This design comes from an exercise in tuning for small area, a short achievable clock period and few clock cycles per item on the open sky130 flow, not from production work. The RTL was checked by simulation tests, not by an equivalence proof against the original design. Power is estimated from default activity; no workload was simulated.

fjord:
Design burst_mem_ctrl, start of the top module:
module burst_mem_ctrl #(
  parameter int unsigned DATA_W    = 8,
  parameter int unsigned ADDR_W    = 8,
  parameter int unsigned BURST_LEN = 4,
  parameter int unsigned MEM_DEPTH = 512
) (
  input  logic              clk,
  input  logic              rst,
  input  logic              req_valid,
  output logic              req_ready,
  input  logic              req_write,
  input  logic [ADDR_W-1:0] req_addr,
  input  logic              wr_valid,
  output logic              wr_ready,
  input  logic [DATA_W-1:0] wr_data,
  output logic              rd_valid,
  input  logic              rd_ready,
  output logic [DATA_W-1:0] rd_data,
  output logic              rd_last,
  output logic              busy
);
  localparam int unsigned BEAT_W = $clog2(BURST_LEN);
  localparam int unsigned MEM_AW = $clog2(MEM_DEPTH);
  localparam int unsigned NLINE  = MEM_DEPTH / BURST_LEN;
  localparam int unsigned LINE_W = MEM_AW - BEAT_W;
  localparam int unsigned LA_W   = LINE_W / 2;
  localparam int unsigned LA_N   = 1 << LA_W;
  localparam int unsigned LB_N   = 1 << (LINE_W - LA_W);
  localparam int unsigned RQN = 8;               
  localparam int unsigned WQN = 2;               
  logic [NLINE-1:0][BURST_LEN-1:0][DATA_W-1:0] mem;
  logic [RQN-1:0][LINE_W-1:0] rq_line_q, rq_line_d;
  logic [RQN-1:0][WQN-1:0]    rq_pend_q, rq_pend_d;
  logic [RQN-1:0]             rq_same_q, rq_same_d;
  logic [RQN-1:0]             rq_v_q, rq_v_d;
  logic [LINE_W-1:0]          rline_q;           
  logic [LINE_W-1:0]          lastw_q, lastw_d;  
  logic [BURST_LEN-1:0][DATA_W-1:0] lb_q, lb_d;
  logic                       lb_v_q, lb_v_d;
  logic [BURST_LEN-1:0]       lbb_q, lbb_d;      
  logic [WQN-1:0][LINE_W-1:0] wq_line_q, wq_line_d;
  logic [WQN-1:0]             wq_v_q, wq_v_d;
  logic [BURST_LEN-1:0]       wbb_q, wbb_d;      
  logic [LA_N-1:0]            wsa_q, wsa_d;      
  logic [LB_N-1:0]            wsc_q, wsc_d;      
  logic                       wgo_q, wgo_d;      
  logic                       wgl_q, wgl_d;      
  logic [BURST_LEN-1:0]       wgb_q, wgb_d;      
  logic              req_ready_q, req_ready_d;
  ...
==> flow/config.mk <==
export PLATFORM = sky130hd
export DESIGN_NAME = burst_mem_ctrl
export DESIGN_NICKNAME = burst_mem_ctrl
export VERILOG_FILES = /design/flow/design.v
export SDC_FILE = /design/flow/constraint.sdc
export NUM_CORES = 4
export LEC_CHECK = 0
export CAP_MARGIN = 20
export CORE_MARGIN = 2
export CORE_UTILIZATION = 50
export CTS_CLUSTER_DIAMETER = 80
export CTS_CLUSTER_SIZE = 20
export SETUP_SLACK_MARGIN = 3.1
export SLEW_MARGIN = 20
export TNS_END_PERCENT = 5
export BUFFER_PORTS_ARGS = -buffer_cell sky130_fd_sc_hd__buf_4
==> flow/constraint.sdc <==
create_clock -name core_clock -period 5.6 [get_ports {clk}]
set_input_delay 1.1200 -clock core_clock [delete_from_list [all_inputs] [get_ports {clk}]]
set_output_delay 1.1200 -clock core_clock [all_outputs]
set_load 0.01 [all_outputs]
standard.sh (not shown) runs the stock make flow with config.mk's settings and CLKGATE_MAP_FILE= SYNTH_SCRIPT=/design/flow/synth_recipe.tcl, a recipe that flattens the netlist after the stock synthesis.
==> flow/flow/run.sh <==
#!/bin/bash
set -euo pipefail
echo "export BUFFER_PORTS_ARGS = -buffer_cell sky130_fd_sc_hd__buf_4" >> config.mk
bash standard.sh > standard.log 2>&1
The final layout from fjord, which completed every stage, passed the timing, design-rule and antenna checks at the end of the flow.
Testbench counts of fjord, summed over its fixed seeds: cycles 7,710, bursts 3,200.
The following lists how willow was set up differently from fjord:
Settings: SETUP_SLACK_MARGIN now 3.3, was 3.1; TNS_END_PERCENT now 10, was 5.
==> flow/flow/run.sh <==
#!/bin/bash
set -euo pipefail
echo "export BUFFER_PORTS_ARGS = -buffer_cell sky130_fd_sc_hd__buf_4" >> config.mk
bash standard.sh MATCH_CELL_FOOTPRINT=0 finish > standard.log 2>&1
## What came out
Result: PASS for each of fjord and willow. Leakage power summed over all cells, willow vs fjord: up slightly. willow ended up with a higher met2 demand-to-capacity share in global routing than fjord did. The maximum clock frequency of willow is higher than that of fjord. For the share of the clock period used by the worst path after layout, willow came in 0.55 points lower than fjord did. On instance count after placement with tap cells included, fjord and willow are basically level. Delta (willow minus fjord): number of logic stages on the critical path including buffering saw an increase; combinational power has increased.
## Diff of input files: harbor against willow
Settings: CORE_UTILIZATION now 65, was 50; SETUP_SLACK_MARGIN now 3.0, was 3.3; TNS_END_PERCENT now 5, was 10.
==> summary.txt <==
Going from willow to harbor, least setup slack across all paths after layout lost 0.11 ns; register-to-register slack shrank by 0.11 ns; count of clock-net buffers in the final layout rose by about 1.8%.
The highest clock frequency the design can meet in harbor was lower than what willow gave.
[inputs] violet vs harbor
Settings: a change of CORE_UTILIZATION from 65 to 50.
==> comparison <==
Power in sequential cells delta (harbor -> violet): insignificant
[violet] worst path buffer plus inverter count rose 3 relative to harbor
The final reports for violet and harbor show leakage component of the power higher in the former.
violet reached the final stage; the timing, design-rule and antenna checks on its layout passed.
In the metrics for harbor and violet, the one carrying the lower utilization after layout is violet.
Sum of routed wire length over all layers: violet vs harbor up about 3.7%
Compared with harbor, violet shows a met1 track demand over resource in global routing that is 11 points lower.
violet vs harbor — combinational share of power rose 0.8 points.
Compare harbor and violet | arrival time reported for the critical path endpoint lower: violet
[compare] base=harbor new=violet: power rose by about 1.6%; clock-buffer cell count rose by 5.9%.
Here is what was changed in the inputs of xenon compared with violet.
Settings: CTS_CLUSTER_DIAMETER changed from 80 to 70; CTS_CLUSTER_SIZE changed from 20 to 25; SETUP_SLACK_MARGIN changed from 3.0 to 3.1.
Results
- Detailed-route wire length on metal 1 in xenon vs violet: up about 0.4%
- The final total power of xenon and that of violet are within noise of each other.
- Synthesis-to-layout area growth across violet and xenon: no real change.
- The run showing the smaller fraction of area in multi-input gates is violet.
- xenon vs. violet: slew at the pin closest to its max-slew limit lower, final instance area closely matched the old numbers.
- Timing, DRC, antenna: 0 failures across violet and xenon
- Looking only at peak supply drop, and setting everything else aside, the higher value of violet and xenon goes to xenon.

[separate check: timing with driven ports]
How much do the figures lean on ideal ports? The routed layouts below were timed once more, with nothing changed but the port constraints. Step 1: set_driving_cell puts a clkbuf_16 on clk and a buf_2 on each other input, an assumption about the parent block. Step 2 moves the port delays by t, midway between the first and last clock arrival at a register: inputs arrive t later, outputs are due t later. That takes back most of the time a late clock gives input paths. a / b / c = no drivers / after step 1 / after step 2; a / b = the first two.
run | shift t [ns] | setup slack, ns | slew at the worst register clock pin (ns)
fjord | 1.046 | 2.413 / 2.413 / 1.570 | 0.09 / 0.09
willow | 1.047 | 2.444 / 2.444 / 2.074 | 0.09 / 0.09
harbor | 1.012 | 2.334 / 2.334 / 1.894 | 0.09 / 0.09
violet | 1.043 | 2.464 / 2.464 / 1.704 | 0.09 / 0.09
xenon | 1.039 | 2.476 / 2.476 / 1.550 | 0.11 / 0.11
After both steps every run listed still meets setup and hold. For xenon, which loses most, drivers alone change the setup slack by 0.000 ns; drivers and shift together by -0.926 ns.
